What follows belongs to an exercise in optimizing a design on an open flow for small area and a short achievable clock period; a production flow would make more cautious choices.
The RTL was checked by simulation tests, not by an equivalence proof against the original design.
Power and IR drop assume default switching activity.

==> flow/design.v, too long to show whole: its modules and the start of the top module <==
// module mul_fa: 10 lines
// module mul_ha: 9 lines
// module mul16_lane: 789 lines
// module arrmul: 41 lines
module arrmul (
  input  logic         clk,
  input  logic         reset,
  input  logic [0:127] reg_A,
  input  logic [0:127] reg_B,
  input  logic [0:1]   ctrl_ww,
  input  logic [0:4]   alu_op,
  output logic [0:127] result
);
  // ...
==> flow/flow/run.sh <==
#!/bin/bash
# Standard ORFS layout with extra make settings from flow/make_args.txt (one VAR=value per
# line): the port buffers' cell and timing-repair margins. make's full output goes to make.log.
set -euo pipefail
args=()
while IFS= read -r line; do
  [[ -z "$line" || "$line" == \#* ]] && continue
  args+=("$line")
done < flow/make_args.txt
bash standard.sh "${args[@]}" finish > make.log 2>&1
==> flow/flow/make_args.txt <==
BUFFER_PORTS_ARGS=-buffer_cell sky130_fd_sc_hd__buf_1
SETUP_SLACK_MARGIN=6
==> flow/standard.sh <==
#!/bin/bash
# synth_recipe.tcl (not shown) runs the flow's synth.tcl, then flattens the netlist and writes it again
# the make line also repeats each setting of config.mk as NAME=value (left out here)
make -C /OpenROAD-flow-scripts/flow DESIGN_CONFIG=/design/flow/config.mk WORK_HOME=/design/flow/orfs CLKGATE_MAP_FILE= SYNTH_SCRIPT=/design/flow/synth_recipe.tcl "${@:-finish}"
==> flow/config.mk <==
export PLATFORM = sky130hd
export DESIGN_NAME = arrmul
export DESIGN_NICKNAME = arrmul
export VERILOG_FILES = /design/flow/design.v
export SDC_FILE = /design/flow/constraint.sdc
export NUM_CORES = 4
export LEC_CHECK = 0
export CAP_MARGIN = 20
export CORE_MARGIN = 2
export CORE_UTILIZATION = 40
export GPL_ROUTABILITY_DRIVEN = 0
export SLEW_MARGIN = 20
export SYNTH_HIERARCHICAL = 1
==> flow/constraint.sdc <==
create_clock -name core_clock -period 15.0 [get_ports {clk}]
set_input_delay 3.0000 -clock core_clock [delete_from_list [all_inputs] [get_ports {clk}]]
set_output_delay 3.0000 -clock core_clock [all_outputs]
set_load 0.01 [all_outputs]
==> reports/results.txt, run 1 <==
Status: timing/DRC/antenna clean
Die Height: 294.6 um
M1 wire length: 46630 um
Total Routing Usage GR: 26.26%
Critical path depth: 20
Count leader, synth: nor2_1
Port bufs: 392
Seq power: 0.388 mW
Clock-cell share: 1.520%
Crit path cell chain: clkbuf_4 -> nor2b_4 -> buf_12 -> a222oi_1 -> nand2b_1 -> nor2_1 -> fa_1 -> fa_1 -> fa_1 -> fa_1 -> fa_1 -> fa_1 -> ha_1 -> a21oi_2 -> o21ai_0 -> a221o_1 -> a31oi_2 -> o211ai_1 -> a31oi_1 -> xnor2_1
Power share of the clock group: 31.9%
Routing usage on met2: 42.61%
Synth top area share: 47.64%
Top pwr grp: combinational cells
Cell class contributing the biggest share of worst-path delay: adder cells
Ys async rst share: 100.0%
Final hold slack: 2484 ps
Fraction of area in registers: 8.387%
Pwr Density: 36.99 nW/um2
Met1 Use GR: 35.41%
Compound-Gate Fraction of Synth Area: 9.243%
Boundary Pins: 393
Post-Synth XOR/XNOR Area: 7.154%
Gr ovfl total: 0
DR vias/cell: 5.689
Area occupied by multi-input gates: 29830 um2
M3 GR Usage: 4.683%
CP Launch Type: input pin
Max_slew headroom: 20.69%
Largest net degree at the start of global routing: 102
Final count of hold timing violations: 0
Post-route minimum period: 8861 ps
Drt drc: 0
Crit path buffers/inverters: 2
Layout cell share with drive strength beyond 1: 7.158%
Post-synthesis adder-cell area fraction: 55.19%
Power Combinational: 0.574 mW
Final Routed Wirelength: 115500 um
Non-clk buf share: 7.525%
Largest family of logic cells by synthesized area: adder cells
Post-synth EDFFs: 0
Antenna Nets Post-Route: 0
==> inputs of run 2 (changes only) <==
==> flow/flow/make_args.txt (replaced) <==
BUFFER_PORTS_ARGS=-buffer_cell sky130_fd_sc_hd__buf_1
SETUP_SLACK_MARGIN=6.5
--- a/flow/config.mk
+++ b/flow/config.mk
@@ -8,6 +8,5 @@
 export CAP_MARGIN = 20
 export CORE_MARGIN = 2
 export CORE_UTILIZATION = 40
-export GPL_ROUTABILITY_DRIVEN = 0
 export SLEW_MARGIN = 20
 export SYNTH_HIERARCHICAL = 1
==> reports/results.txt, run 2 <==
Status: timing/DRC/antenna clean (unchanged)
CTS buffer count: 17 (unchanged)
Commonest non-fill, non-tap cell in the layout: nor2_1 (unchanged)
HP Class: input pin to asynchronous set/reset pin (unchanged)
Ys async rst share: 100.0% (unchanged)
Post-synth EDFFs: 0 (unchanged)
P_leak: 21.80 nW (was 20.24 nW)
Die X: 294.6 um (unchanged)
FMAX: 0.1162 GHz (was 0.1128 GHz)
Synth top area share: 47.64% (unchanged)
GPL Wtd Cong: 0.8992
# clock sinks: 128 (unchanged)
Final net count: 5280 (was 5019)
CP Capture Type: flip-flop (unchanged)
Post-synth top cells: 1086 x nor2_1, 804 x fa_1, 208 x xor2_1 (unchanged)
Die Height: 294.6 um (unchanged)
Avg WL per Cell: 24.91 um (was 23.60 um)
CP Launch Type: input pin (unchanged)
Final Cycle Share: 57.38% (was 59.08%)
Layout cell share with drive strength beyond 1: 18.91% (was 7.158%)
Synthesized instance count: 3393 (unchanged)
Count leader, synth: nor2_1 (unchanged)
Gr ovfl total: 0 (unchanged)
Cell area after synthesis: 33790 um2 (unchanged)
Synthesized Nets: 4666 (unchanged)
DP Area: 37110 um2 (was 36560 um2)
CP max FO: 8 (was 65)
First-pass GRT wire length: 181900 um (was 171500 um)
Final Cell Area: 42160 um2 (was 38190 um2)
Final hold slack: 2556 ps (was 2484 ps)
Drt pass-1 iters: 11 (was 10)
Largest net degree at the start of global routing: 65 (was 102)
DR vias/cell: 5.756 (was 5.689)
Synth unique cells: 46 (unchanged)
# setup viols final: 0 (unchanged)
H-Tree Level Count: 4 (unchanged)
Area Growth Syn to Fin: 24.77% (was 13.04%)
Worst vdd ir: 90.24 uV (was 90.71 uV)
Clock transition at path regs: 70 ps (about the same)
# placed instances: 4800 (was 4797)
Antenna Nets Post-Route: 0 (unchanged)
Worst slew pin tran: 892.3 ps (was 1190 ps)
Yosys warns: 8 (unchanged)
Die Footprint: 86810 um2 (unchanged)
Final count of hold timing violations: 0 (unchanged)
Critical Path RT: 15400 ps (was 15420 ps)
Initial Util: 40.37% (unchanged)
Synth top area cells: fa_1 48%, nor2_1 12%, dfrtp_1 9.5% (unchanged)
FP Rows: 106 (unchanged)
Cell Count, Final, Fillers Out: 5155 (was 4893)
Setup TNS: 0 ps (unchanged)
Post-route minimum period: 8607 ps (was 8861 ps)
Vias: 29670 (was 27837)
Syn avg cell area: 9.958 um2 (unchanged)
Register name with the most flops: result (unchanged)
Total Routing Usage GR: 28.06% (was 26.26%)
Unrepaired setup endpoints after global routing: true (unchanged)
Drt drc: 0 (unchanged)
Number of global-route vias before repair: 30772 (was 29168)
Clock Tree Root: clkbuf_16 (unchanged)
Pwr Density: 36.80 nW/um2 (was 36.99 nW/um2)
CTS tree: done (unchanged)
1st-iter DRT viols: 3363 (was 2985)
Max clock buf depth: 2 (unchanged)
Setup CP Type: input pin to flip-flop (unchanged)
Post-layout power: 1.551 mW (was 1.413 mW)
Regs by FF count: result: 128 flops (unchanged)
Most frequent cells in the layout: 1042 x nor2_1, 756 x fa_1, 389 x buf_1, 321 x buf_4, 203 x xor2_1 (was 1082 x nor2_1, 804 x fa_1, 389 x buf_1, 208 x xor2_1, 202 x ha_1)
Share of the yosys chip area belonging to registers: 9.480% (unchanged)
Port bufs: 392 (unchanged)
Arr. time, crit path: 9010 ps (was 9280 ps)
#FFs+latches synth: 128 (unchanged)
Number of flip-flops in the largest register: 128 (unchanged)
Final Routed Wirelength: 128400 um (was 115500 um)
Yosys top cell by area: fa_1 (unchanged)
Final max-slew violation count: 0 (unchanged)
Top_reg_cell synth: dfrtp_1 (unchanged)
Max_slew headroom: 40.51% (was 20.69%)
Dpl hpwl: 85420 um (was 85130 um)
Core Footprint: 83690 um2 (unchanged)
Initial antenna violation count: 4 (was 6)
Boundary Pins: 393 (unchanged)
Max-Cap Viols: 0 (unchanged)
run 2: cell counts after synthesis:
Identical to the previous run, type by type.
run 2: where the power goes:
part           leakage (nW)  switching (mW)  internal [mW]
sequential             1.74          0.0120          0.374
clock                 0.277           0.204          0.257
combinational          19.8           0.416          0.287
run 2: cell type report:
class                           instances  area [um2]
Antenna cell                            1       2.502
Clock buffer                           20       466.7
Clock inverter                         12       132.6
Fill cell                            7660       41530
Inverter                               73       277.8
Multi-Input combinational cell       2987       31100
Sequential cell                       128        3203
Tap cell                             1134        1419
Timing Repair Buffer                  800        5550
run 2: path summary, 6_finish.rpt:
path,startpoint,to,depth (start not counted)
max in group asynchronous,reset,result[27],2
setup / recovery,alu_op[4],result[96],22
min in group core_clock,reg_A[119],result[127],4
hold / removal,reset,result[106],1
run 2: cell families (layout without fill, tap and decap cells):
family                     count (synthesis)  in the layout  share of synthesized area, %
AOI/OAI and AO/OA                        396            396                         9.243
DFF                                      128            128                         9.480
and+or+nand+nor                         1300           1307                         15.57
other                                      0              1                             0
adders and majority gates               1008           1008                         55.19
buffers and inverters                    285            905                         3.359
xor gates and xnor gates                 276            276                         7.155
run 2: per-layer routing:
layer  vias to the layer above  track usage (%)  share of wire (%)
li1                      12379                -                  -
met1                     15172            36.45                 38
met2                      1809            45.40                 47
met3                       308            6.508                 11
met4                         2            11.17                4.5
met5                         -                0             0.0070
run 2: per-stage QoR:
stage / worst slack, ps / util [%]
2_1_floorplan: 6265 / -
3_3_place_gp: 4409 / 44.32
3_5_place_dp: 4306 / 44.35
4_1_cts: 6485 / 47.47
5_1_grt: 6290 / 50.37
6_report: 6393 / 50.37
run 2: modules after synthesis, one instance, submodules excluded:
| module | copies in the design | area [um2] | flops+latches | cells inside |
|---|---|---|---|---|
| mul16_lane | 4 | 3422 | 0 | 596 |
| arrmul | 1 | 3273 | 128 | 137 |
| mul_fa | 788 | 20.02 | 0 | 1 |
| mul_ha | 84 | 12.51 | 0 | 1 |
run 2: timing repair:
item                                    4_1_cts  5_1_grt
buffers inserted                            131      158
gates resized for setup                     146      180
cloned                                       16       17
hold buffers                                  0        0
endpoints found under the setup margin       87       63
endpoints found under the hold margin         0        0
pin swaps                                    20      120
run 2: critical path: stages:
cell	delay, ps
clkbuf_16	130
clkinvlp_4	130
buf_12	180
buf_4	140
clkbuf_16	170
a222oi_1	360
nand2b_4	300
nor2_2	70
fa_1	560
fa_1	450
fa_1	480
fa_1	400
fa_2	540
fa_1	450
ha_2	210
a21oi_4	180
o21ai_2	80
a221o_1	430
a31oi_2	240
o211ai_1	130
a31oi_1	210
xnor2_1	170
==> inputs of run 3 (changes only) <==
==> flow/flow/make_args.txt (replaced) <==
BUFFER_PORTS_ARGS=-buffer_cell sky130_fd_sc_hd__buf_1
SETUP_SLACK_MARGIN=5.8
==> reports/results.txt, run 3 <==
Dpl hpwl: 84820 um (was 85420 um)
Final net count: 5016 (was 5280)
FMAX: 0.1108 GHz (was 0.1162 GHz)
Worst vdd ir: 90.84 uV (was 90.24 uV)
Register name with the most flops: result (unchanged)
GRT busiest layer: met2 (unchanged)
Arr. time, crit path: 9460 ps (was 9010 ps)
Synthesized instance count: 3393 (unchanged)
Gr ovfl total: 0 (unchanged)
GPL Wtd Cong: 0.9308 (was 0.8992)
Unrepaired setup endpoints after global routing: true (unchanged)
FP Rows: 106 (unchanged)
Setup TNS: 0 ps (unchanged)
#FFs+latches synth: 128 (unchanged)
Worst slew pin tran: 1158 ps (was 892.3 ps)
Post-layout power: 1.458 mW (was 1.551 mW)
Most frequent cells in the layout: 1084 x nor2_1, 804 x fa_1, 389 x buf_1, 208 x xor2_1, 204 x ha_1 (was 1042 x nor2_1, 756 x fa_1, 389 x buf_1, 321 x buf_4, 203 x xor2_1)
M3 GR Usage: 4.819% (was 6.508%)
CP Capture Type: flip-flop (unchanged)
Top_reg_cell synth: dfrtp_1 (unchanged)
Avg WL per Cell: 22.99 um (was 24.91 um)
Drt pass-1 iters: 14 (was 11)
Synthesized Nets: 4666 (unchanged)
Pwr Density: 38.37 nW/um2 (was 36.80 nW/um2)
CTS buffer count: 17 (unchanged)
DR vias/cell: 5.697 (was 5.756)
HP Class: input pin to asynchronous set/reset pin (unchanged)
Max_slew headroom: 22.80% (was 40.51%)
Final count of hold timing violations: 0 (unchanged)
Yosys top cell by area: fa_1 (unchanged)
Total Routing Usage GR: 26.51% (was 28.06%)
Syn avg cell area: 9.958 um2 (unchanged)
Regs by FF count: result: 128 flops (unchanged)
Boundary Pins: 393 (unchanged)
Final max-slew violation count: 0 (unchanged)
Initial antenna violation count: 3 (was 4)
Final Routed Wirelength: 112400 um (was 128400 um)
1st-iter DRT viols: 3016 (was 3363)
Port bufs: 392 (unchanged)
Post-synth EDFFs: 0 (unchanged)
Post-route minimum period: 9027 ps (was 8607 ps)
Routing usage on met2: 42.67% (was 45.40%)
Number of global-route vias before repair: 29504 (was 30772)
Max clock buf depth: 2 (unchanged)
Synth top area cells: fa_1 48%, nor2_1 12%, dfrtp_1 9.5% (unchanged)
Commonest non-fill, non-tap cell in the layout: nor2_1 (unchanged)
# clock sinks: 128 (unchanged)
Die Height: 294.6 um (unchanged)
Critical Path RT: 15430 ps (was 15400 ps)
Area Growth Syn to Fin: 12.48% (was 24.77%)
Core Footprint: 83690 um2 (unchanged)
CTS tree: done (unchanged)
Initial Util: 40.37% (unchanged)
Yosys warns: 8 (unchanged)
Cts-stage hold buffer count: 0 (unchanged)
# setup viols final: 0 (unchanged)
Clock Tree Root: clkbuf_16 (unchanged)
Die X: 294.6 um (unchanged)
CP max FO: 48 (was 8)
Vias: 27856 (was 29670)
Drt drc: 0 (unchanged)
H-Tree Level Count: 4 (unchanged)
Met1 Use GR: 35.38% (was 36.45%)
Share of the yosys chip area belonging to registers: 9.480% (unchanged)
Number of flip-flops in the largest register: 128 (unchanged)
Final Cycle Share: 60.18% (was 57.38%)
CP Launch Type: input pin (unchanged)
Die Footprint: 86810 um2 (unchanged)
P_leak: 20.15 nW (was 21.80 nW)
Post-synth top cells: 1086 x nor2_1, 804 x fa_1, 208 x xor2_1 (unchanged)
Synth unique cells: 46 (unchanged)
First-pass GRT wire length: 173000 um (was 181900 um)
Setup CP Type: input pin to flip-flop (unchanged)
Ys async rst share: 100.0% (unchanged)
Cell area after synthesis: 33790 um2 (unchanged)
Max-Cap Viols: 0 (unchanged)
Clock transition at path regs: 90 ps (was 70 ps)
Layout cell share with drive strength beyond 1: 6.871% (was 18.91%)
Synth top area share: 47.64% (unchanged)
Count leader, synth: nor2_1 (unchanged)
Antenna Nets Post-Route: 0 (unchanged)
Status: timing/DRC/antenna clean (unchanged)
Largest net degree at the start of global routing: 77 (was 65)
## run 3: logic make-up (layout without fill, tap and decap cells)
logic type	count (synthesis)	count (layout)	share of synthesized area, %
AOI/OAI and AO/OA	396	396	9.243
xor gates and xnor gates	276	276	7.155
adders and majority gates	1008	1008	55.19
buffers and inverters	285	643	3.359
DFF	128	128	9.480
other	0	1	0
and+or+nand+nor	1300	1304	15.57
## run 3: worst paths after layout
kind | start | slack [ps] | end | depth (start not counted)
setup / recovery | alu_op[4] | 5970 | result[96] | 21
hold / removal | reset | 2560 | result[112] | 1
max in group asynchronous | reset | 11130 | result[23] | 2
min in group core_clock | reg_A[23] | 3010 | result[31] | 4
## run 3: where the power goes
| part | internal (mW) | total (mW) | switching, mW |
|---|---|---|---|
| clock | 0.298 | 0.508 | 0.210 |
| combinational | 0.201 | 0.565 | 0.364 |
| sequential | 0.374 | 0.385 | 0.0113 |
## run 3: routing by layer
| metal | up-vias | part of all wire (%) |
|---|---|---|
| met3 | 239 | 8.5 |
| met2 | 1474 | 47 |
| met5 | - | 0 |
| li1 | 11828 | - |
| met1 | 14315 | 40 |
| met4 | 0 | 3.9 |
## run 3: per-module statistics from Yosys, one instance, submodules excluded
module | flops+latches | area [um2] | cells
mul_fa | 0 | 20.02 | 1
arrmul | 128 | 3273 | 137
mul16_lane | 0 | 3422 | 596
mul_ha | 0 | 12.51 | 1
## run 3: worst max-delay path: stages
cell	delay, ps
buf_12	180
clkinvlp_4	210
nor2_4	240
buf_12	330
a222oi_1	140
nand2b_2	400
nor2_1	240
fa_1	450
fa_1	540
fa_1	430
fa_1	410
fa_1	510
fa_1	410
ha_1	330
a21oi_1	270
o21ai_0	140
a221o_1	450
a31oi_2	230
o211ai_1	140
a31oi_1	210
xnor2_1	140
## run 3: cell type report
class                   count  area (um2)
diodes                      1       2.502
clock buffers              18       439.2
clock inverters            13       211.5
fillers                  8049       45680
inverters                  73       277.8
multi-input cells        2984       29750
flip-flops and latches    128        3203
well taps                1134        1419
repair buffers            538        2695
repair inverters            1       7.507
## run 3: repair_timing
| item | 4_1_cts | 5_1_grt |
|---|---|---|
| cloned | 5 | 1 |
| buffers inserted | 10 | 48 |
| pin swaps | 4 | 6 |
| setup endpoints to repair | 76 | 56 |
| resized for setup | 56 | 40 |
## run 3: metrics by stage
stage	setup slack, ps	cells	hold WS [ps]	area [um2]	util [%]
finish	5973	4890	2560	38000	45.41
global route	5757	4889	2594	38000	45.41
CTS	5703	4839	2572	37460	44.77
detailed placement	3793	4793	3145	36510	43.62
global placement	3839	4790	3139	36490	43.60
floorplan	5805	3393	2704	33800	-
==> inputs of run 4 (changes only) <==
==> flow/flow/make_args.txt (replaced) <==
BUFFER_PORTS_ARGS=-buffer_cell sky130_fd_sc_hd__buf_1
SETUP_SLACK_MARGIN=6.1
==> reports/results.txt, run 4 <==
Status: timing/DRC/antenna clean (unchanged)
Final Cell Area: 38870 um2 (was 38000 um2)
Largest net degree at the start of global routing: 65 (was 77)
Critical Path RT: 15420 ps (was 15430 ps)
Vias: 28220 (was 27856)
Boundary Pins: 393 (unchanged)
Synthesized Nets: 4666 (unchanged)
Syn avg cell area: 9.958 um2 (unchanged)
CTS tree: done (unchanged)
# clock sinks: 128 (unchanged)
Die Height: 294.6 um (unchanged)
Synth unique cells: 46 (unchanged)
Regs by FF count: result: 128 flops (unchanged)
P_leak: 20.51 nW (was 20.15 nW)
1st-iter DRT viols: 2948 (was 3016)
Die Footprint: 86810 um2 (unchanged)
Core Footprint: 83690 um2 (unchanged)
GPL Wtd Cong: 0.9167 (was 0.9308)
Synth top area cells: fa_1 48%, nor2_1 12%, dfrtp_1 9.5% (unchanged)
Final count of hold timing violations: 0 (unchanged)
Arr. time, crit path: 9150 ps (was 9460 ps)
Number of global-route vias before repair: 29221 (was 29504)
Final max-slew violation count: 0 (unchanged)
Commonest non-fill, non-tap cell in the layout: nor2_1 (unchanged)
Initial Util: 40.37% (unchanged)
Worst vdd ir: 89.22 uV (was 90.84 uV)
Clock Tree Root: clkbuf_16 (unchanged)
First-pass GRT wire length: 172700 um (was 173000 um)
DP Area: 36730 um2 (was 36510 um2)
CP max FO: 32 (was 48)
Setup CP Type: input pin to flip-flop (unchanged)
Clock transition at path regs: 90 ps (about the same)
Yosys warns: 8 (unchanged)
Synth top area share: 47.64% (unchanged)
Post-synth EDFFs: 0 (unchanged)
Gr ovfl total: 0 (unchanged)
Antenna Nets Post-Route: 0 (unchanged)
Synthesized instance count: 3393 (unchanged)
Worst slew pin tran: 878.6 ps (was 1158 ps)
Pwr Density: 37.44 nW/um2 (was 38.37 nW/um2)
Layout cell share with drive strength beyond 1: 9.021% (was 6.871%)
Number of flip-flops in the largest register: 128 (unchanged)
FP Rows: 106 (unchanged)
Count leader, synth: nor2_1 (unchanged)
CP Launch Type: input pin (unchanged)
Max-Cap Viols: 0 (unchanged)
Top_reg_cell synth: dfrtp_1 (unchanged)
Final Routed Wirelength: 117700 um (was 112400 um)
HP Class: input pin to asynchronous set/reset pin (unchanged)
Register name with the most flops: result (unchanged)
Avg WL per Cell: 23.89 um (was 22.99 um)
Dpl hpwl: 85610 um (was 84820 um)
Max clock buf depth: 2 (unchanged)
Post-synth top cells: 1086 x nor2_1, 804 x fa_1, 208 x xor2_1 (unchanged)
Setup TNS: 0 ps (unchanged)
Share of the yosys chip area belonging to registers: 9.480% (unchanged)
Max_slew headroom: 41.43% (was 22.80%)
CTS buffer count: 17 (unchanged)
Final Cycle Share: 58.14% (was 60.18%)
Port bufs: 392 (unchanged)
Area Growth Syn to Fin: 15.04% (was 12.48%)
Most frequent cells in the layout: 1075 x nor2_1, 804 x fa_1, 389 x buf_1, 208 x xor2_1, 196 x ha_1 (was 1084 x nor2_1, 804 x fa_1, 389 x buf_1, 208 x xor2_1, 204 x ha_1)
H-Tree Level Count: 4 (unchanged)
Drt drc: 0 (unchanged)
Cts-stage hold buffer count: 0 (unchanged)
#FFs+latches synth: 128 (unchanged)
Yosys top cell by area: fa_1 (unchanged)
FMAX: 0.1147 GHz (was 0.1108 GHz)
Die X: 294.6 um (unchanged)
# setup viols final: 0 (unchanged)
Post-route minimum period: 8720 ps (was 9027 ps)
DR vias/cell: 5.728 (was 5.697)
Drt pass-1 iters: 12 (was 14)
Cell area after synthesis: 33790 um2 (unchanged)
Initial antenna violation count: 3 (unchanged)
Ys async rst share: 100.0% (unchanged)
Final net count: 5051 (was 5016)
Unrepaired setup endpoints after global routing: false (was true)
CP Capture Type: flip-flop (unchanged)
Total Routing Usage GR: 26.58% (was 26.51%)
==> run 4: changes by cell type in the layout (fill, tap and decap cells not counted), sizes merged, moves of 2 or more <==
cell and change:
clkinvlp -2, buf +28, bufinv -2, clkbuf +12
==> run 4: metal layers <==
| metal | up-vias | wire length (um) | track usage, % |
|---|---|---|---|
| li1 | 11913 | - | - |
| met1 | 14426 | 46750 | 35.60 |
| met2 | 1637 | 54180 | 42.12 |
| met3 | 242 | 12440 | 5.905 |
| met4 | 2 | 4302 | 10.20 |
| met5 | - | 9 | 0 |
==> run 4: timing repair <==
item	CTS	global route
setup endpoints to repair	86	57
pin swaps	7	19
resized for setup	90	64
cloned	5	10
setup buffers	16	57
==> run 4: power by group <==
part,internal (mW),switching (mW)
sequential,0.374,0.0130
clock,0.269,0.202
combinational,0.219,0.378
total,0.862,0.593
==> run 4: logic make-up after synthesis <==
logic type	synth area share [%]
xor gates and xnor gates	7.155
adders and majority gates	55.19
DFF	9.480
and+or+nand+nor	15.57
AOI/OAI and AO/OA	9.243
buffers and inverters	3.359
==> run 4: metrics by stage <==
step	util (%)	total power [mW]	setup slack (ps)	hold slack, ps	instances
CTS	45.24	1.433	6117	2589	4858
floorplan	-	0.7036	6102	2704	3393
detailed placement	43.89	0.9325	3643	3169	4805
finish	46.45	1.455	6280	2606	4927
global placement	43.88	0.9316	3655	3160	4803
global route	46.44	1.530	6091	2636	4925
==> run 4: worst max-delay path by stage <==
| stage | start | end | depth (start not counted) |
|---|---|---|---|
| final | ctrl_ww[1] | result[64] | 21 |
| after floorplan | ctrl_ww[1] | result[0] | 20 |
| after global routing | ctrl_ww[1] | result[64] | 21 |
| after detailed placement | alu_op[4] | result[74] | 20 |
| after CTS | alu_op[4] | result[0] | 20 |
| after global placement | alu_op[4] | result[64] | 21 |
==> run 4: per-module statistics from Yosys, one instance, submodules excluded <==
| module | cells | flip-flops and latches | cell area [um2] |
|---|---|---|---|
| mul16_lane | 596 | 0 | 3422 |
| arrmul | 137 | 128 | 3273 |
| mul_fa | 1 | 0 | 20.02 |
| mul_ha | 1 | 0 | 12.51 |
==> run 4: final cells by class <==
cell class,count,area [um2]
timing repair buffer,574,3293
fill,8008,44820
timing repair inverter,1,7.507
sequential,128,3203
multi-input combinational,2983,30070
clock buffer,22,464.2
antenna,2,5.005
inverter,73,277.8
clock inverter,10,133.9
tap,1134,1419
==> run 4: critical path, stage by stage <==
cell and delay, ps:
buf_4 200, nor2b_4 180, buf_4 140, buf_12 160
a222oi_1 550, nand2b_4 310, nor2_1 70, xor2_1 150
fa_1 550, fa_1 440, fa_1 400, fa_1 510
fa_1 410, ha_1 370, a21oi_1 210, nand2_1 90
a221oi_2 450, a211o_1 340, o211ai_1 170, a31oi_1 240
xnor2_1 140
==> inputs of run 5 (changes only) <==
==> flow/flow/make_args.txt (replaced) <==
BUFFER_PORTS_ARGS=-buffer_cell sky130_fd_sc_hd__buf_1
SETUP_SLACK_MARGIN=6
--- a/flow/config.mk
+++ b/flow/config.mk
@@ -7,6 +7,6 @@
 export LEC_CHECK = 0
 export CAP_MARGIN = 20
 export CORE_MARGIN = 2
-export CORE_UTILIZATION = 40
+export CORE_UTILIZATION = 45
 export SLEW_MARGIN = 20
 export SYNTH_HIERARCHICAL = 1
==> reports/results.txt, run 5 <==
DR vias/cell: 5.930 (was 5.728)
Crit path cell chain: clkbuf_16 -> and2_2 -> a222oi_1 -> buf_4 -> buf_12 -> nor2_1 -> fa_1 -> fa_1 -> fa_1 -> fa_1 -> fa_1 -> fa_1 -> ha_1 -> a21o_1 -> a21o_1 -> a221o_1 -> a31oi_2 -> o21a_1 -> nor2b_1 -> xnor2_1 (was buf_4 -> nor2b_4 -> buf_4 -> buf_12 -> a222oi_1 -> nand2b_4 -> nor2_1 -> xor2_1 -> fa_1 -> fa_1 -> fa_1 -> fa_1 -> fa_1 -> ha_1 -> a21oi_1 -> nand2_1 -> a221oi_2 -> a211o_1 -> o211ai_1 -> a31oi_1 -> xnor2_1)
P_leak: 20.63 nW (was 20.51 nW)
Delay of the slowest critical-path stage: 510 ps (was 550 ps)
# placed instances: 4633 (was 4805)
Boundary Pins: 393 (unchanged)
Critical Path RT: 15390 ps (was 15420 ps)
Post-layout power: 1.453 mW (was 1.455 mW)
Synthesized Nets: 4666 (unchanged)
Pwr Density: 37.43 nW/um2 (was 37.44 nW/um2)
Cell Count, Final, Fillers Out: 4800 (was 4927)
Final max-slew violation count: 0 (unchanged)
FP Rows: 100 (was 106)
Post-synth top cells: 1086 x nor2_1, 804 x fa_1, 208 x xor2_1 (unchanged)
Area occupied by multi-input gates: 29960 um2 (was 30070 um2)
Die Footprint: 77290 um2 (was 86810 um2)
Status: timing/DRC/antenna clean (unchanged)
Synth unique cells: 46 (unchanged)
Sw frac: 41.64% (was 40.77%)
Clock transition at path regs: 80 ps (was 90 ps)
Clock Tree Root: clkbuf_16 (unchanged)
DP Area: 36340 um2 (was 36730 um2)
GPL Wtd Cong: 0.8825 (was 0.9167)
Cell area after synthesis: 33790 um2 (unchanged)
Unrepaired setup endpoints after global routing: true (was false)
Synth top area share: 47.64% (unchanged)
Vias: 28466 (was 28220)
# setup viols final: 0 (unchanged)
FMAX: 0.1128 GHz (was 0.1147 GHz)
HP Class: input pin to asynchronous set/reset pin (unchanged)
Antenna Nets Post-Route: 0 (unchanged)
CTS tree: done (unchanged)
Synthesized instance count: 3393 (unchanged)
CP max FO: 20 (was 32)
Yosys warns: 8 (unchanged)
Share of the yosys chip area belonging to registers: 9.480% (unchanged)
Worst slew pin tran: 981.4 ps (was 878.6 ps)
Initial Util: 45.38% (was 40.37%)
First-pass GRT wire length: 176700 um (was 172700 um)
Final Routed Wirelength: 115800 um (was 117700 um)
Most frequent cells in the layout: 1084 x nor2_1, 803 x fa_1, 389 x buf_1, 208 x xor2_1, 202 x ha_1 (was 1075 x nor2_1, 804 x fa_1, 389 x buf_1, 208 x xor2_1, 196 x ha_1)
Core Footprint: 74450 um2 (was 83690 um2)
Die X: 278.0 um (was 294.6 um)
Max-Cap Viols: 0 (unchanged)
Most used cell, CP: fa_1 (unchanged)
Avg WL per Cell: 24.13 um (was 23.89 um)
CP Capture Type: flip-flop (unchanged)
Yosys top cell by area: fa_1 (unchanged)
Largest net degree at the start of global routing: 55 (was 65)
Final net count: 5087 (was 5051)
Dpl hpwl: 83040 um (was 85610 um)
Final Cycle Share: 59.09% (was 58.14%)
Worst Slack Setup Final: 6136 ps (was 6280 ps)
Commonest non-fill, non-tap cell in the layout: nor2_1 (unchanged)
Post-synth EDFFs: 0 (unchanged)
Slowest cell on crit path: fa_1 (was a222oi_1)
Worst vdd ir: 62.70 uV (was 89.22 uV)
Area Growth Syn to Fin: 14.87% (was 15.04%)
Logic pwr share: 41.6% (was 41.0%)
CP Launch Type: input pin (unchanged)
FILL cells: 6875 (was 8008)
Number of flip-flops in the largest register: 128 (unchanged)
Max clock buf depth: 2 (unchanged)
Number of global-route vias before repair: 30038 (was 29221)
Die Height: 278.0 um (was 294.6 um)
Count leader, synth: nor2_1 (unchanged)
1st-iter DRT viols: 3304 (was 2948)
CTS buffer count: 17 (unchanged)
Total Routing Usage GR: 30.19% (was 26.58%)
# clock sinks: 128 (unchanged)
Setup CP Type: input pin to flip-flop (unchanged)
Placement Setup Slack: 2904 ps (was 3643 ps)
Layout cell share with drive strength beyond 1: 9.511% (was 9.021%)
Max_slew headroom: 34.57% (was 41.43%)
Cts-stage hold buffer count: 0 (unchanged)
Final Cell Area: 38810 um2 (was 38870 um2)
FF+latch area: 3203 um2 (unchanged)
Power share of the clock group: 31.7% (was 32.4%)
Drt drc: 0 (unchanged)
Regs by FF count: result: 128 flops (unchanged)
Initial antenna violation count: 2 (was 3)
Gr ovfl total: 0 (unchanged)
Final cell utilization of the core: 52.13% (was 46.45%)
Syn avg cell area: 9.958 um2 (unchanged)
Power share of the sequential group: 26.6% (about the same)
Setup TNS: 0 ps (unchanged)
Post-route minimum period: 8864 ps (was 8720 ps)
Internal: 0.8479 mW (was 0.8620 mW)
Final hold slack: 2550 ps (was 2606 ps)
Final count of hold timing violations: 0 (unchanged)
Drt pass-1 iters: 11 (was 12)
Top_reg_cell synth: dfrtp_1 (unchanged)
Port bufs: 392 (unchanged)
#FFs+latches synth: 128 (unchanged)
NetSw: 0.6050 mW (was 0.5933 mW)
Arr. time, crit path: 9250 ps (was 9150 ps)
Ys async rst share: 100.0% (unchanged)
H-Tree Level Count: 4 (unchanged)
Register name with the most flops: result (unchanged)
Synth top area cells: fa_1 48%, nor2_1 12%, dfrtp_1 9.5% (unchanged)
## run 5: routing by layer
layer  GRT usage [%]  part of all wire (%)  up-vias
li1                -                     -    11989
met1           40.98                    40    14475
met2           48.10                    46     1738
met3           6.061                   9.7      264
met4           11.23                   3.8        0
met5               0                     0        -
## run 5: layout make-up
type	count	area share, %
Antenna cell	4	0.02579
Clock buffer	18	1.106
Inverter	73	0.7157
Timing Repair inverter	1	0.01934
Sequential cell	128	8.253
Multi-Input combinational cell	2987	77.20
Tap cell	969	3.124
Timing Repair Buffer	606	9.143
Clock inverter	14	0.4127
## run 5: power by group through the flow
stage	sequential [mW]	combinational, mW	clock (mW)
floorplan	0.404	0.294	0
finish	0.387	0.605	0.461
global route	0.390	0.648	0.483
CTS	0.387	0.572	0.474
detailed placement	0.393	0.529	0
global placement	0.394	0.528	0
## run 5: worst max-delay path, delay by kind of cell
family	cells	cell delay, ps
AO/OA/AOI/OAI	6	1730
XOR/XNOR	1	190
adder cells (fa/ha/maj)	7	2980
buffers and inverters	3	620
AND/OR/NAND/NOR	3	700
## run 5: final timing paths
path / from / endpoint / slack (ps) / cells past startpoint
setup / recovery: alu_op[4] / result[35] / 6140 / 20
hold / removal: reset / result[37] / 2550 / 1
max in group asynchronous: reset / result[74] / 11180 / 2
min in group core_clock: reg_A[119] / result[127] / 3020 / 4
## run 5: per-module statistics from Yosys (local to each module, per instance)
module | copies in the design | cells
mul_ha | 84 | 1
mul_fa | 788 | 1
arrmul | 1 | 137
mul16_lane | 4 | 596
## run 5: repair_timing
| item | 4_1_cts | 5_1_grt |
|---|---|---|
| setup buffers | 61 | 52 |
| pin swaps | 6 | 15 |
| gates resized for setup | 102 | 60 |
| gates cloned | 13 | 5 |
| endpoints found under the setup margin | 90 | 56 |
## run 5: kinds of logic after synthesis
group                    count (synthesis)  share of synthesized area (%)
AND/OR/NAND/NOR                       1300                          15.57
adder cells (fa/ha/maj)               1008                          55.19
AO/OA/AOI/OAI                          396                          9.243
buffers and inverters                  285                          3.359
XOR/XNOR                               276                          7.155
flip-flops                             128                          9.480
==> inputs of run 6 (changes only) <==
==> flow/config.mk (replaced) <==
export PLATFORM = sky130hd
export DESIGN_NAME = arrmul
export DESIGN_NICKNAME = arrmul
export VERILOG_FILES = /design/flow/design.v
export SDC_FILE = /design/flow/constraint.sdc
export NUM_CORES = 4
export LEC_CHECK = 0
export CAP_MARGIN = 10
export CORE_MARGIN = 2
export CORE_UTILIZATION = 40
export SLEW_MARGIN = 10
export SYNTH_HIERARCHICAL = 1
==> reports/results.txt, run 6 <==
Status: timing/DRC/antenna clean (unchanged)
Port bufs: 392 (unchanged)
Post-synth EDFFs: 0 (unchanged)
GPL Wtd Cong: 0.8922 (was 0.8825)
Layout cell share with drive strength beyond 1: 6.647% (was 9.511%)
Critical Path RT: 15430 ps (was 15390 ps)
CP max FO: 66 (was 20)
Most frequent cells in the layout: 1083 x nor2_1, 804 x fa_1, 389 x buf_1, 208 x xor2_1, 203 x ha_1 (was 1084 x nor2_1, 803 x fa_1, 389 x buf_1, 208 x xor2_1, 202 x ha_1)
Post-route minimum period: 8924 ps (was 8864 ps)
1st-iter DRT viols: 2906 (was 3304)
Crit path cell chain: clkbuf_4 -> and2_4 -> buf_12 -> a22oi_1 -> nor2_1 -> fa_1 -> fa_1 -> fa_1 -> fa_1 -> fa_1 -> fa_1 -> ha_1 -> a21oi_2 -> o21ai_0 -> a221o_1 -> a31oi_2 -> o211ai_1 -> a31oi_1 -> xnor2_1 (was clkbuf_16 -> and2_2 -> a222oi_1 -> buf_4 -> buf_12 -> nor2_1 -> fa_1 -> fa_1 -> fa_1 -> fa_1 -> fa_1 -> fa_1 -> ha_1 -> a21o_1 -> a21o_1 -> a221o_1 -> a31oi_2 -> o21a_1 -> nor2b_1 -> xnor2_1)
DP Area: 36520 um2 (was 36340 um2)
Initial antenna violation count: 5 (was 2)
Most used cell, CP: fa_1 (unchanged)
Syn avg cell area: 9.958 um2 (unchanged)
Setup CP Type: input pin to flip-flop (unchanged)
CP Launch Type: input pin (unchanged)
N_diodes: 0 (was 4)
Final Routed Wirelength: 115500 um (was 115800 um)
Initial Util: 40.37% (was 45.38%)
P_leak: 20.17 nW (was 20.63 nW)
Register name with the most flops: result (unchanged)
Synth top area cells: fa_1 48%, nor2_1 12%, dfrtp_1 9.5% (unchanged)
Top_reg_cell synth: dfrtp_1 (unchanged)
Synth unique cells: 46 (unchanged)
Cell area after synthesis: 33790 um2 (unchanged)
Arr. time, crit path: 9360 ps (was 9250 ps)
Final Cell Area: 38040 um2 (was 38810 um2)
Post-synth top cells: 1086 x nor2_1, 804 x fa_1, 208 x xor2_1 (unchanged)
Final Cycle Share: 59.49% (was 59.09%)
# clock sinks: 128 (unchanged)
Worst slew pin tran: 1202 ps (was 981.4 ps)
Final count of hold timing violations: 0 (unchanged)
Avg WL per Cell: 23.66 um (was 24.13 um)
Number of flip-flops in the largest register: 128 (unchanged)
FMAX: 0.1121 GHz (was 0.1128 GHz)
Share of the yosys chip area belonging to registers: 9.480% (unchanged)
Pwr Density: 37.01 nW/um2 (was 37.43 nW/um2)
Delay of the slowest critical-path stage: 850 ps (was 510 ps)
Drt pass-1 iters: 13 (was 11)
Vias: 27765 (was 28466)
Boundary Pins: 393 (unchanged)
DR vias/cell: 5.690 (was 5.930)
Die Height: 294.6 um (was 278.0 um)
Max_slew headroom: 19.87% (was 34.57%)
Antenna Nets Post-Route: 0 (unchanged)
FP Rows: 106 (was 100)
Worst vdd ir: 92.52 uV (was 62.70 uV)
# setup viols final: 0 (unchanged)
Gr ovfl total: 0 (unchanged)
Max clock buf depth: 2 (unchanged)
CTS tree: done (unchanged)
Max-Cap Viols: 0 (unchanged)
Synth top area share: 47.64% (unchanged)
Count leader, synth: nor2_1 (unchanged)
Number of global-route vias before repair: 29389 (was 30038)
First-pass GRT wire length: 171600 um (was 176700 um)
CTS buffer count: 17 (unchanged)
Drt drc: 0 (unchanged)
Yosys warns: 8 (unchanged)
Ys async rst share: 100.0% (unchanged)
Total Routing Usage GR: 26.26% (was 30.19%)
Clock Tree Root: clkbuf_16 (unchanged)
Dpl hpwl: 85090 um (was 83040 um)
Largest net degree at the start of global routing: 102 (was 55)
Synthesized instance count: 3393 (unchanged)
#FFs+latches synth: 128 (unchanged)
Core Footprint: 83690 um2 (was 74450 um2)
Clock transition at path regs: 80 ps (about the same)
Unrepaired setup endpoints after global routing: false (was true)
Post-layout power: 1.408 mW (was 1.453 mW)
Final net count: 5007 (was 5087)
Die X: 294.6 um (was 278.0 um)
HP Class: input pin to asynchronous set/reset pin (unchanged)
Final max-slew violation count: 0 (unchanged)
Area Growth Syn to Fin: 12.59% (was 14.87%)
H-Tree Level Count: 4 (unchanged)
Slowest cell on crit path: a22oi_1 (was fa_1)
Worst Setup SP: ctrl_ww[1] (was alu_op[4])
Synthesized Nets: 4666 (unchanged)
Die Footprint: 86810 um2 (was 77290 um2)
Yosys top cell by area: fa_1 (unchanged)
Setup crit end: result[96] (was result[35])
Setup TNS: 0 ps (unchanged)
Regs by FF count: result: 128 flops (unchanged)
Commonest non-fill, non-tap cell in the layout: nor2_1 (unchanged)
CP Capture Type: flip-flop (unchanged)
run 6: through the flow:
stage	hold slack (ps)	setup slack, ps	std cells	util (%)
2_1_floorplan	2704	5903	3393	-
3_3_place_gp	3024	4240	4792	43.63
3_5_place_dp	3025	4222	4794	43.64
4_1_cts	2452	5849	4840	44.62
5_1_grt	2484	5952	4880	45.46
6_report	2476	6076	4880	45.46
run 6: per-layer routing:
| metal | vias up | track usage (%) | routed length [um] |
|---|---|---|---|
| met1 | 14239 | 34.86 | 46270 |
| met2 | 1465 | 42.60 | 54040 |
| met5 | - | 0 | 39 |
| met3 | 245 | 5.460 | 10760 |
| met4 | 6 | 9.408 | 4359 |
| li1 | 11810 | - | - |
run 6: power by group:
part	internal, mW	switching (mW)
Combinational	0.203	0.368
Sequential	0.374	0.0140
Clock	0.247	0.202
Total	0.824	0.584
run 6: cell type report:
cell class,count,area [um2]
fillers,8071,45650
multi-input cells,2984,29810
flip-flops and latches,128,3203
repair buffers,529,2749
well taps,1134,1419
clock buffers,18,439.2
inverters,73,277.8
clock inverters,13,140.1
repair inverters,1,5.005
run 6: critical path, delay by kind of cell:
| kind | cells | cell delay (ps) |
|---|---|---|
| fa+ha+maj | 7 | 3190 |
| compound gates | 7 | 2200 |
| buf+inv | 2 | 410 |
| simple gates | 2 | 390 |
| xor+xnor | 1 | 130 |
run 6: timing repair:
action	4_1_cts	5_1_grt
resized for setup	40	70
cloned	3	8
buffers inserted	12	31
hold buffers	0	0
endpoints found under the setup margin	70	62
pin swaps	5	10
run 6: worst min-delay path by stage:
stage | startpoint | to | slack (ps)
after detailed placement | reset | result[105] | 3020
after global routing | reset | result[103] | 2480
after floorplan | reset | result[0] | 2700
final | reset | result[103] | 2480
after CTS | reset | result[105] | 2450
after global placement | reset | result[105] | 3020
run 6: Yosys stat by module, one instance, submodules excluded:
module / area, um2 / flops+latches / cells
mul_ha: 12.51 / 0 / 1
arrmul: 3273 / 128 / 137
mul16_lane: 3422 / 0 / 596
mul_fa: 20.02 / 0 / 1
run 6: cells by family after synthesis:
family	count (synthesis)	share of synthesized area, %
adder cells (fa/ha/maj)	1008	55.19
AND/OR/NAND/NOR	1300	15.57
XOR/XNOR	276	7.155
buffers and inverters	285	3.359
flip-flops	128	9.480
AO/OA/AOI/OAI	396	9.243

==> afterwards: timing with drivers on the ports <==
No port has a modelled driver above. Below, the same layouts with a new extraction and two added sets of constraints. Step 1 sets driving cells, clkbuf_16 on the clock port and buf_2 on the other inputs (assumed; they add their load-dependent delay and slew). Step 2 moves the port delays by t, midway between the first and last clock arrival at a register: inputs arrive t later, outputs are due t later. That takes back most of the time a late clock gives input paths. Slacks: no drivers / after step 1 / after step 2; pairs: no drivers / after step 1.
| run | shift t [ns] | setup slack, ns | worst hold slack (ns) | latest minus earliest clock arrival (ns) | worst data-port slew with drivers (ns) |
|---|---|---|---|---|---|
| run 1 | 0.569 | 6.139 / 6.186 / 5.617 | 2.484 / 2.438 / 3.007 | 0.019 / 0.020 | 0.08 |
| run 2 | 0.564 | 6.393 / 6.191 / 5.628 | 2.556 / 2.508 / 3.072 | 0.017 / 0.017 | 0.26 |
| run 3 | 0.579 | 5.973 / 5.982 / 5.403 | 2.560 / 2.514 / 3.093 | 0.028 / 0.027 | 0.06 |
| run 4 | 0.571 | 6.280 / 6.139 / 5.568 | 2.606 / 2.561 / 3.131 | 0.035 / 0.035 | 0.22 |
| run 5 | 0.562 | 6.136 / 5.985 / 5.423 | 2.550 / 2.505 / 3.067 | 0.021 / 0.020 | 0.23 |
| run 6 | 0.573 | 6.076 / 6.124 / 5.551 | 2.476 / 2.430 / 3.003 | 0.020 / 0.020 | 0.08 |
After both steps every run listed still meets setup and hold. The setup slack of run 2, which loses most, moves by -0.202 ns with the drivers and by -0.765 ns with both steps.
